This design comes from an exercise in tuning for small area, a short achievable clock period and few clock cycles per item on the open sky130 flow, not from production work.
In this exercise RTL edits were held to simulation tests only and were not proved equivalent to the original.
The clock input has no modelled driver; a real chip could not lean on it and would need a root buffer or a full tree.
No activity file was given, so power comes from the tool's default toggle rates.

Design page_slot_directory_top, start of the top module:
module page_slot_directory_top #(
	parameter int SLOT_COUNT = psd_pkg::SLOT_COUNT_DEF
) (
	input  wire logic                          clk,
	input  wire logic                          arst_n,
	input  wire logic                          start,
	output logic                               busy,
	input  wire logic                          operation,
	input  wire logic [psd_pkg::PAGE_W-1:0]    page_id,
	output logic                               done,
	output logic [psd_pkg::STATUS_W-1:0]       status,
	output logic [psd_pkg::SLOT_W-1:0]         slot
);
Size in the first run: about 590 flip-flops, about 24,000 sq um of cells after synthesis.
Settings: LEC_CHECK=0, CAP_MARGIN=20, CORE_MARGIN=2, CORE_UTILIZATION=40, CTS_CLUSTER_DIAMETER=80, CTS_CLUSTER_SIZE=24, SETUP_SLACK_MARGIN=3.2, SLEW_MARGIN=20; clock period 5.0 ns.
standard.sh (not shown) runs the stock make flow with config.mk's settings and CLKGATE_MAP_FILE= SYNTH_SCRIPT=/design/flow/synth_recipe.tcl, a recipe that flattens the netlist after the stock synthesis.
==> flow/flow/run.sh <==
#!/bin/bash
set -euo pipefail
export BUFFER_PORTS_ARGS="-buffer_cell sky130_fd_sc_hd__buf_4"
export MATCH_CELL_FOOTPRINT=0
bash standard.sh "BUFFER_PORTS_ARGS=-buffer_cell sky130_fd_sc_hd__buf_4" "MATCH_CELL_FOOTPRINT=0" finish > flow_make.log 2>&1
Testbench counts at the start, summed over its fixed seeds: cycles 16,016, items 16,000.
Edit:
==> flow/flow/run.sh (replaced) <==
#!/bin/bash
set -euo pipefail
here=$(cd "$(dirname "$0")" && pwd)
args=("BUFFER_PORTS_ARGS=-buffer_cell sky130_fd_sc_hd__buf_4" "MATCH_CELL_FOOTPRINT=0")
export BUFFER_PORTS_ARGS="-buffer_cell sky130_fd_sc_hd__buf_4"
export MATCH_CELL_FOOTPRINT=0
if [[ -f "$here/cts_args" ]]; then
  export CTS_ARGS="$(tr '\n' ' ' < "$here/cts_args")"
  args+=("CTS_ARGS=$CTS_ARGS")
fi
bash standard.sh "${args[@]}" finish > flow_make.log 2>&1
==> flow/flow/cts_args (new file) <==
-sink_clustering_enable -repair_clock_nets -sink_clustering_size 44 -sink_clustering_max_diameter 60 -dont_use_dummy_load
- CORE_UTILIZATION: 40 -> 65
- CTS_CLUSTER_DIAMETER: 80 -> default
- CTS_CLUSTER_SIZE: 24 -> default
- PLACE_DENSITY: default -> 0.75
What happened: Flip-flop and latch count does not change; power came out lower slightly; worst setup slack improved by 58 ps; design area came out lower by a few percent; non-clock buffer count came out lower by 64; clock power came out lower by a few percent; via count stays flat; die area came out lower by well over a third.
Edit:
- CORE_UTILIZATION: 65 -> 78
- PLACE_DENSITY: 0.75 -> 0.86
=> With this change the flow ended with an error in global routing on GRT-0232; synthesized area is unchanged; synthesized cell count does not change.

The RTL this note starts from:
==> flow/design.v <==
`default_nettype none
package psd_pkg;
	localparam int SLOT_COUNT_DEF = 16;
	localparam int PAGE_W   = 32;
	localparam int STATUS_W = 3;
	localparam int SLOT_W   = 4;
	typedef enum logic {
		OP_GET    = 1'b0,
		OP_REMOVE = 1'b1
	} op_t;
	typedef enum logic [STATUS_W-1:0] {
		ST_HIT     = 3'd0,
		ST_LOAD    = 3'd1,
		ST_FULL    = 3'd2,
		ST_REMOVED = 3'd3,
		ST_ABSENT  = 3'd4
	} status_t;
	typedef enum logic {
		S_IDLE    = 1'b0,
		S_RESOLVE = 1'b1
	} state_t;
	typedef struct packed {
		logic capture;
		logic resolve;
	} psd_cmd_t;
endpackage
`default_nettype wire
`default_nettype none
module psd_ctrl (
	input  wire logic              clk,
	input  wire logic              arst_n,
	input  wire logic              start,
	output logic                   busy,
	output psd_pkg::psd_cmd_t      cmd
);
	logic cmp_q;
	logic res_q;
	always_ff @(posedge clk or negedge arst_n) begin
		if (!arst_n) begin
			cmp_q <= 1'b0;
			res_q <= 1'b0;
		end else begin
			cmp_q <= start;
			res_q <= cmp_q;
		end
	end
	assign busy        = 1'b0;
	assign cmd.capture = start;
	assign cmd.resolve = res_q;
endmodule
`default_nettype wire
`default_nettype none
module psd_datapath #(
	parameter int SLOT_COUNT = psd_pkg::SLOT_COUNT_DEF
) (
	input  wire logic                          clk,
	input  wire logic                          arst_n,
	input  wire psd_pkg::psd_cmd_t             cmd,
	input  wire logic                          operation,
	input  wire logic [psd_pkg::PAGE_W-1:0]    page_id,
	output logic                               done,
	output logic [psd_pkg::STATUS_W-1:0]       status,
	output logic [psd_pkg::SLOT_W-1:0]         slot
);
	localparam int IDX_W = (SLOT_COUNT > 1) ? $clog2(SLOT_COUNT) : 1;
	logic [SLOT_COUNT-1:0]           valid_q;
	logic [psd_pkg::PAGE_W-1:0]      page_q [SLOT_COUNT];
	logic                            op_c;
	logic [psd_pkg::PAGE_W-1:0]      page_c;
	logic                            op_r;
	logic [psd_pkg::PAGE_W-1:0]      page_r;
	logic [SLOT_COUNT-1:0]           match_r;   
	logic                            same_r;    
	logic                            prev_present;
	logic [SLOT_COUNT-1:0]           prev_onehot;
	logic [SLOT_COUNT-1:0]           match;
	logic [SLOT_COUNT-1:0]           first_free;
	logic [SLOT_COUNT-1:0]           valid_hit;
	logic [SLOT_COUNT-1:0]           valid_miss;
	logic                            below_full;
	logic                            hit_any;
	logic                            free_any;
	logic [IDX_W-1:0]                cmp_idx;
	logic [IDX_W-1:0]                hit_idx;
	logic [IDX_W-1:0]                free_idx;
	logic [psd_pkg::STATUS_W-1:0]    status_d;
	logic [psd_pkg::SLOT_W-1:0]      slot_d;
	logic                            done_q;
	logic [psd_pkg::STATUS_W-1:0]    status_q;
	logic [psd_pkg::SLOT_W-1:0]      slot_q;
	always_ff @(posedge clk) begin
		op_c   <= operation;
		page_c <= page_id;
	end
	always_ff @(posedge clk) begin
		op_r   <= op_c;
		page_r <= page_c;
		same_r <= cmd.resolve && (page_c == page_r);
		for (int k = 0; k < SLOT_COUNT; k++) begin
			match_r[k] <= valid_q[k] && (page_q[k] == page_c);
		end
	end
	always_comb begin
		prev_present = (status_q == psd_pkg::ST_HIT) || (status_q == psd_pkg::ST_LOAD);
		for (int k = 0; k < SLOT_COUNT; k++) begin
			prev_onehot[k] = prev_present && (slot_q == psd_pkg::SLOT_W'(k));
		end
	end
	always_comb begin
		match   = same_r ? prev_onehot : match_r;
		hit_any = same_r ? prev_present : |match_r;
		cmp_idx = '0;
		for (int k = 0; k < SLOT_COUNT; k++) begin
			if (match_r[k]) begin
				cmp_idx = cmp_idx | IDX_W'(k);
			end
		end
		hit_idx  = same_r ? IDX_W'(slot_q) : cmp_idx;
		free_idx = '0;
		for (int k = SLOT_COUNT - 1; k >= 0; k--) begin
			if (!valid_q[k]) begin
				free_idx = IDX_W'(k);
			end
		end
		below_full = 1'b1;
		for (int k = 0; k < SLOT_COUNT; k++) begin
			first_free[k] = !valid_q[k] && below_full;
			below_full    = below_full && valid_q[k];
		end
		free_any = !(&valid_q);
	end
	always_comb begin
		status_d = psd_pkg::ST_ABSENT;
		slot_d   = '0;
		if (op_r == psd_pkg::OP_GET) begin
			if (hit_any) begin
				status_d = psd_pkg::ST_HIT;
				slot_d   = psd_pkg::SLOT_W'(hit_idx);
			end else if (free_any) begin
				status_d = psd_pkg::ST_LOAD;
				slot_d   = psd_pkg::SLOT_W'(free_idx);
			end else begin
				status_d = psd_pkg::ST_FULL;
			end
		end else begin
			if (hit_any) begin
				status_d = psd_pkg::ST_REMOVED;
				slot_d   = psd_pkg::SLOT_W'(hit_idx);
			end
		end
	end
	always_comb begin
		for (int k = 0; k < SLOT_COUNT; k++) begin
			valid_hit[k]  = valid_q[k] && !(cmd.resolve && (op_r == psd_pkg::OP_REMOVE) && match[k]);
			valid_miss[k] = valid_q[k] || (cmd.resolve && (op_r == psd_pkg::OP_GET) && first_free[k]);
		end
	end
	always_ff @(posedge clk or negedge arst_n) begin
		if (!arst_n) begin
			valid_q <= '0;
		end else begin
			valid_q <= hit_any ? valid_hit : valid_miss;
		end
	end
	always_ff @(posedge clk) begin
		for (int k = 0; k < SLOT_COUNT; k++) begin
			if (!valid_q[k]) begin
				page_q[k] <= page_r;
			end
		end
	end
	always_ff @(posedge clk or negedge arst_n) begin
		if (!arst_n) begin
			done_q <= 1'b0;
		end else begin
			done_q <= cmd.resolve;
		end
	end
	always_ff @(posedge clk) begin
		status_q <= status_d;
		slot_q   <= slot_d;
	end
	assign done   = done_q;
	assign status = status_q;
	assign slot   = slot_q;
endmodule
`default_nettype wire
`default_nettype none
module page_slot_directory_top #(
	parameter int SLOT_COUNT = psd_pkg::SLOT_COUNT_DEF
) (
	input  wire logic                          clk,
	input  wire logic                          arst_n,
	input  wire logic                          start,
	output logic                               busy,
	input  wire logic                          operation,
	input  wire logic [psd_pkg::PAGE_W-1:0]    page_id,
	output logic                               done,
	output logic [psd_pkg::STATUS_W-1:0]       status,
	output logic [psd_pkg::SLOT_W-1:0]         slot
);
	psd_pkg::psd_cmd_t cmd;
	psd_ctrl u_ctrl (
		.clk    (clk),
		.arst_n (arst_n),
		.start  (start),
		.busy   (busy),
		.cmd    (cmd)
	);
	psd_datapath #(
		.SLOT_COUNT (SLOT_COUNT)
	) u_datapath (
		.clk       (clk),
		.arst_n    (arst_n),
		.cmd       (cmd),
		.operation (operation),
		.page_id   (page_id),
		.done      (done),
		.status    (status),
		.slot      (slot)
	);
endmodule
`default_nettype wire
export LEC_CHECK = 0
export CAP_MARGIN = 20
export CORE_MARGIN = 2
export CORE_UTILIZATION = 65
export PLACE_DENSITY = 0.75
export SETUP_SLACK_MARGIN = 3.02
export SLEW_MARGIN = 20
create_clock -name core_clock -period 5.0 [get_ports {clk}]
==> flow/flow/run.sh <==
#!/bin/bash
set -euo pipefail
here=$(cd "$(dirname "$0")" && pwd)
export BUFFER_PORTS_ARGS="-buffer_cell sky130_fd_sc_hd__buf_4"
export MATCH_CELL_FOOTPRINT=0
export POST_CTS_TCL="$here/split_root.tcl"
args=("BUFFER_PORTS_ARGS=$BUFFER_PORTS_ARGS" "MATCH_CELL_FOOTPRINT=0" "POST_CTS_TCL=$POST_CTS_TCL")
if [[ -f "$here/cts_args" ]]; then
  export CTS_ARGS="$(tr '\n' ' ' < "$here/cts_args")"
  args+=("CTS_ARGS=$CTS_ARGS")
fi
bash standard.sh "${args[@]}" finish > flow_make.log 2>&1
Other scripts of this flow, unchanged in this note and not shown: flow/flow/cts_args, flow/flow/split_root.tcl
The baseline completed without violations.
Testbench counts at the start, summed over its fixed seeds: cycles 16,024, items 16,000.
==> next run, changes <==
Settings changed: CORE_UTILIZATION 65 to 68, PLACE_DENSITY 0.75 to 0.76, SETUP_SLACK_MARGIN 3.02 to 3.15.
Outcome: Utilization climbs by 3.6 points; sequential cell count does not change; non-clock buffer count climbs by 18; worst setup slack is worse by 0.017 ns; total power stays flat; clock skew drops by 0.014 ns; critical path depth does not change; synthesized area stays the same; wire length drops by about 0.46%; via count hardly moves.
==> next run, changes <==
Settings changed: CORE_UTILIZATION 68 to 65, PLACE_DENSITY 0.76 to 0.75, SETUP_SLACK_MARGIN 3.15 to 3.3.
Wire length is higher by a little under a tenth.
First-iteration DRC count is higher by roughly a tenth.
Power is higher by a few percent.
Global-route usage is about the same.
Via count is higher by a few percent.
Final area is higher by a little under a tenth.
Combinational power is higher by about a fifth.
Setup slack barely changes.
Sequential share of layout area is lower by 4.4 points.
Clock skew is higher by 0.0072 ns.
==> next run, changes <==
Settings changed: SETUP_SLACK_MARGIN 3.3 to 3.2.
After rerunning: The new run completed without violations. Cell area decreases by 6.7%. Sequential share of layout area came out higher by 4.2 points. Count of clock-buffer cells in the layout drops by 2. Global-route usage came out lower by 1.7 points. Maximum frequency climbs by 0.98%. Routed wire length fell by 6.3%. Total power falls by 3.0%. Clock power shrinks by about 4%. Combinational power is lower by 17%. Worst setup slack gains 0.019 ns. First-iteration DRC count decreases by 1.9%.
==> next run, changes <==
Settings changed: SETUP_SLACK_MARGIN 3.2 to 3.1.
The new run passed the timing, design-rule and antenna checks.
Non-clock buffer count shrinks by 2.
Wire length went down by 0.46%.
Count of clock-buffer cells in the layout does not change.

// page_slot_directory_top: RTL as listed in full above, without the edits since
export LEC_CHECK = 0
export CAP_MARGIN = 20
export CORE_MARGIN = 2
export CORE_UTILIZATION = 65
export PLACE_DENSITY = 0.75
export SETUP_SLACK_MARGIN = 3.2
export SLEW_MARGIN = 20
create_clock -name core_clock -period 5.0 [get_ports {clk}]
==> flow/flow/run.sh <==
#!/bin/bash
set -euo pipefail
here=$(cd "$(dirname "$0")" && pwd)
args=("BUFFER_PORTS_ARGS=-buffer_cell sky130_fd_sc_hd__buf_4" "MATCH_CELL_FOOTPRINT=0")
export BUFFER_PORTS_ARGS="-buffer_cell sky130_fd_sc_hd__buf_4"
export MATCH_CELL_FOOTPRINT=0
if [[ -f "$here/cts_args" ]]; then
  export CTS_ARGS="$(tr '\n' ' ' < "$here/cts_args")"
  args+=("CTS_ARGS=$CTS_ARGS")
fi
bash standard.sh "${args[@]}" finish > flow_make.log 2>&1
==> flow/flow/cts_args <==
-sink_clustering_enable -repair_clock_nets -sink_clustering_size 44 -sink_clustering_max_diameter 60 -dont_use_dummy_load
The first run finished with timing, DRC and antenna clean.
Testbench counts at the start, summed over its fixed seeds: cycles 16,024, items 16,000.
Rerun with:
- SETUP_SLACK_MARGIN: 3.2 -> 3.05
- The changed run ran to the end with no violations
- power is lower by 0.53%
- non-clock buffer count drops by 12
- cell area went down by 1.6%
- wire length shrinks by 0.89%
- cell count falls by 0.63%
- via count goes down by 1.1%
- global-route usage fell by 0.15 points
- setup slack gets better by 0.0033 ns
- worst hold slack stays flat
- flip-flop and latch count is unchanged
- clock-buffer cell count is unchanged
Rerun with:
- SETUP_SLACK_MARGIN: 3.05 -> 3.15
What happened: The new run passed the timing, design-rule and antenna checks. Die area is unchanged. First-iteration DRC count increases by about 6.4%. Total power is about the same. Utilization increases by 0.70 points.

Starts from the design.v that is shown in full above.
clock: 5.0 ns
lec_check: 0
cap_margin: 20
core_margin: 2
core_utilization: 65
place_density: 0.75
setup_slack_margin: 3.1
slew_margin: 20
==> flow/flow/run.sh <==
#!/bin/bash
set -euo pipefail
here=$(cd "$(dirname "$0")" && pwd)
export BUFFER_PORTS_ARGS="-buffer_cell sky130_fd_sc_hd__buf_4"
export MATCH_CELL_FOOTPRINT=0
export POST_CTS_TCL="$here/split_root.tcl"
args=("BUFFER_PORTS_ARGS=$BUFFER_PORTS_ARGS" "MATCH_CELL_FOOTPRINT=0" "POST_CTS_TCL=$POST_CTS_TCL")
if [[ -f "$here/cts_args" ]]; then
  export CTS_ARGS="$(tr '\n' ' ' < "$here/cts_args")"
  args+=("CTS_ARGS=$CTS_ARGS")
fi
bash standard.sh "${args[@]}" finish > flow_make.log 2>&1
==> flow/flow/cts_args <==
-sink_clustering_enable -repair_clock_nets -sink_clustering_size 30 -sink_clustering_max_diameter 45 -dont_use_dummy_load
Other scripts of this flow, unchanged in this note and not shown: flow/flow/split_root.tcl
Testbench counts at the start, summed over its fixed seeds: cycles 16,024, items 16,000.
Change:
==> flow/flow/cts_args (replaced) <==
-sink_clustering_enable -repair_clock_nets -sink_clustering_size 44 -sink_clustering_max_diameter 60 -dont_use_dummy_load
- PLACE_DENSITY: 0.75 -> 0.72
Outcome: The new run ran to the end with no violations. Setup slack improves by 0.049 ns. Total power fell by about 5%. Final area is lower by about 1%. Utilization shrinks by 0.76 points. Final cell count came out lower by 0.50%. Non-clock buffer count is higher by 3. Register-to-register slack degrades by 0.08 ns.

== main ==
Starts from the design.v that is shown in full above.
export LEC_CHECK = 0
export CAP_MARGIN = 20
export CORE_MARGIN = 2
export CORE_UTILIZATION = 65
export PLACE_DENSITY = 0.75
export SETUP_SLACK_MARGIN = 2.95
export SLEW_MARGIN = 20
create_clock -name core_clock -period 5.0 [get_ports {clk}]
==> flow/flow/run.sh <==
#!/bin/bash
set -euo pipefail
here=$(cd "$(dirname "$0")" && pwd)
args=("BUFFER_PORTS_ARGS=-buffer_cell sky130_fd_sc_hd__buf_4" "MATCH_CELL_FOOTPRINT=0")
export BUFFER_PORTS_ARGS="-buffer_cell sky130_fd_sc_hd__buf_4"
export MATCH_CELL_FOOTPRINT=0
if [[ -f "$here/cts_args" ]]; then
  export CTS_ARGS="$(tr '\n' ' ' < "$here/cts_args")"
  args+=("CTS_ARGS=$CTS_ARGS")
fi
bash standard.sh "${args[@]}" finish > flow_make.log 2>&1
==> flow/flow/cts_args <==
-sink_clustering_enable -repair_clock_nets -sink_clustering_size 44 -sink_clustering_max_diameter 60 -dont_use_dummy_load
Testbench counts of main, summed over its fixed seeds: cycles 16,024, items 16,000.
diff inputs: main => the feature branch
--- a/flow/config.mk
+++ b/flow/config.mk
@@ -10,4 +10,4 @@
 export CORE_UTILIZATION = 65
 export PLACE_DENSITY = 0.75
-export SETUP_SLACK_MARGIN = 2.95
+export SETUP_SLACK_MARGIN = 3.1
 export SLEW_MARGIN = 20
Findings:
- Compared the feature branch against main; post-detailed-placement half-perimeter wirelength within noise.
- From main to the feature branch, number of clock-tree buffers in the layout did not move at all.
- Overall routing resource usage essentially unchanged between main and the feature branch.
- Wire length essentially unchanged between the feature branch and main.
- Any difference in number of global-route vias before repair between the feature branch and main is small enough to ignore.
- Diff main..the feature branch | power consumption | negligible

==> separate check: timing with driven ports <==
The results above use ideal ports. As a check the final layouts listed here were re-extracted and re-timed, cells and wires unchanged.
Step 1 (the two cells are an assumption about what drives the block):
set clk [get_ports {clk}]
set_driving_cell -lib_cell sky130_fd_sc_hd__clkbuf_16 $clk
set_driving_cell -lib_cell sky130_fd_sc_hd__buf_2 [delete_from_list [all_inputs] $clk]
Step 2 adds t to the input delays and takes it off the output delays; t is the mean of the earliest and latest rising clock arrival at the registers after step 1. Input paths then give back, and output paths get back, about the clock's delay inside the block.
Slacks: no drivers / after step 1 / after step 2; pairs: no drivers / after step 1.
run	t (ns)	slack for setup (ns)	worst setup path after step 2	slew at the worst register clock pin (ns)
the first run of note 1	0.692	2.908 / 2.845 / 2.365	input to register	0.11 / 0.11
the second run of note 1	0.589	2.967 / 2.910 / 2.555	input to register	0.09 / 0.09
the first run of note 2	0.549	3.055 / 2.978 / 3.084	register to register	0.10 / 0.10
the second run of note 2	0.546	3.038 / 2.959 / 3.171	register to register	0.11 / 0.11
the third run of note 2	0.557	3.037 / 2.961 / 3.186	register to register	0.10 / 0.10
the fourth run of note 2	0.546	3.056 / 2.978 / 3.201	register to register	0.10 / 0.10
the fifth run of note 2	0.545	3.058 / 2.980 / 3.109	register to register	0.10 / 0.10
the first run of note 3	0.614	2.982 / 2.926 / 3.180	register to register	0.10 / 0.10
the second run of note 3	0.611	2.986 / 2.929 / 3.055	register to register	0.10 / 0.10
the third run of note 3	0.613	2.986 / 2.930 / 3.169	register to register	0.10 / 0.10
the first run of note 4	0.605	2.986 / 2.911 / 3.107	register to register	0.09 / 0.09
the second run of note 4	0.549	3.035 / 2.957 / 3.035	register to register	0.10 / 0.10
main	0.611	2.967 / 2.911 / 2.994	register to register	0.10 / 0.10
the feature branch	0.613	2.983 / 2.926 / 3.088	register to register	0.10 / 0.10
After both steps every run listed still meets setup and hold. For the first run of note 1, which loses most, drivers alone change the setup slack by -0.063 ns; drivers and shift together by -0.543 ns.
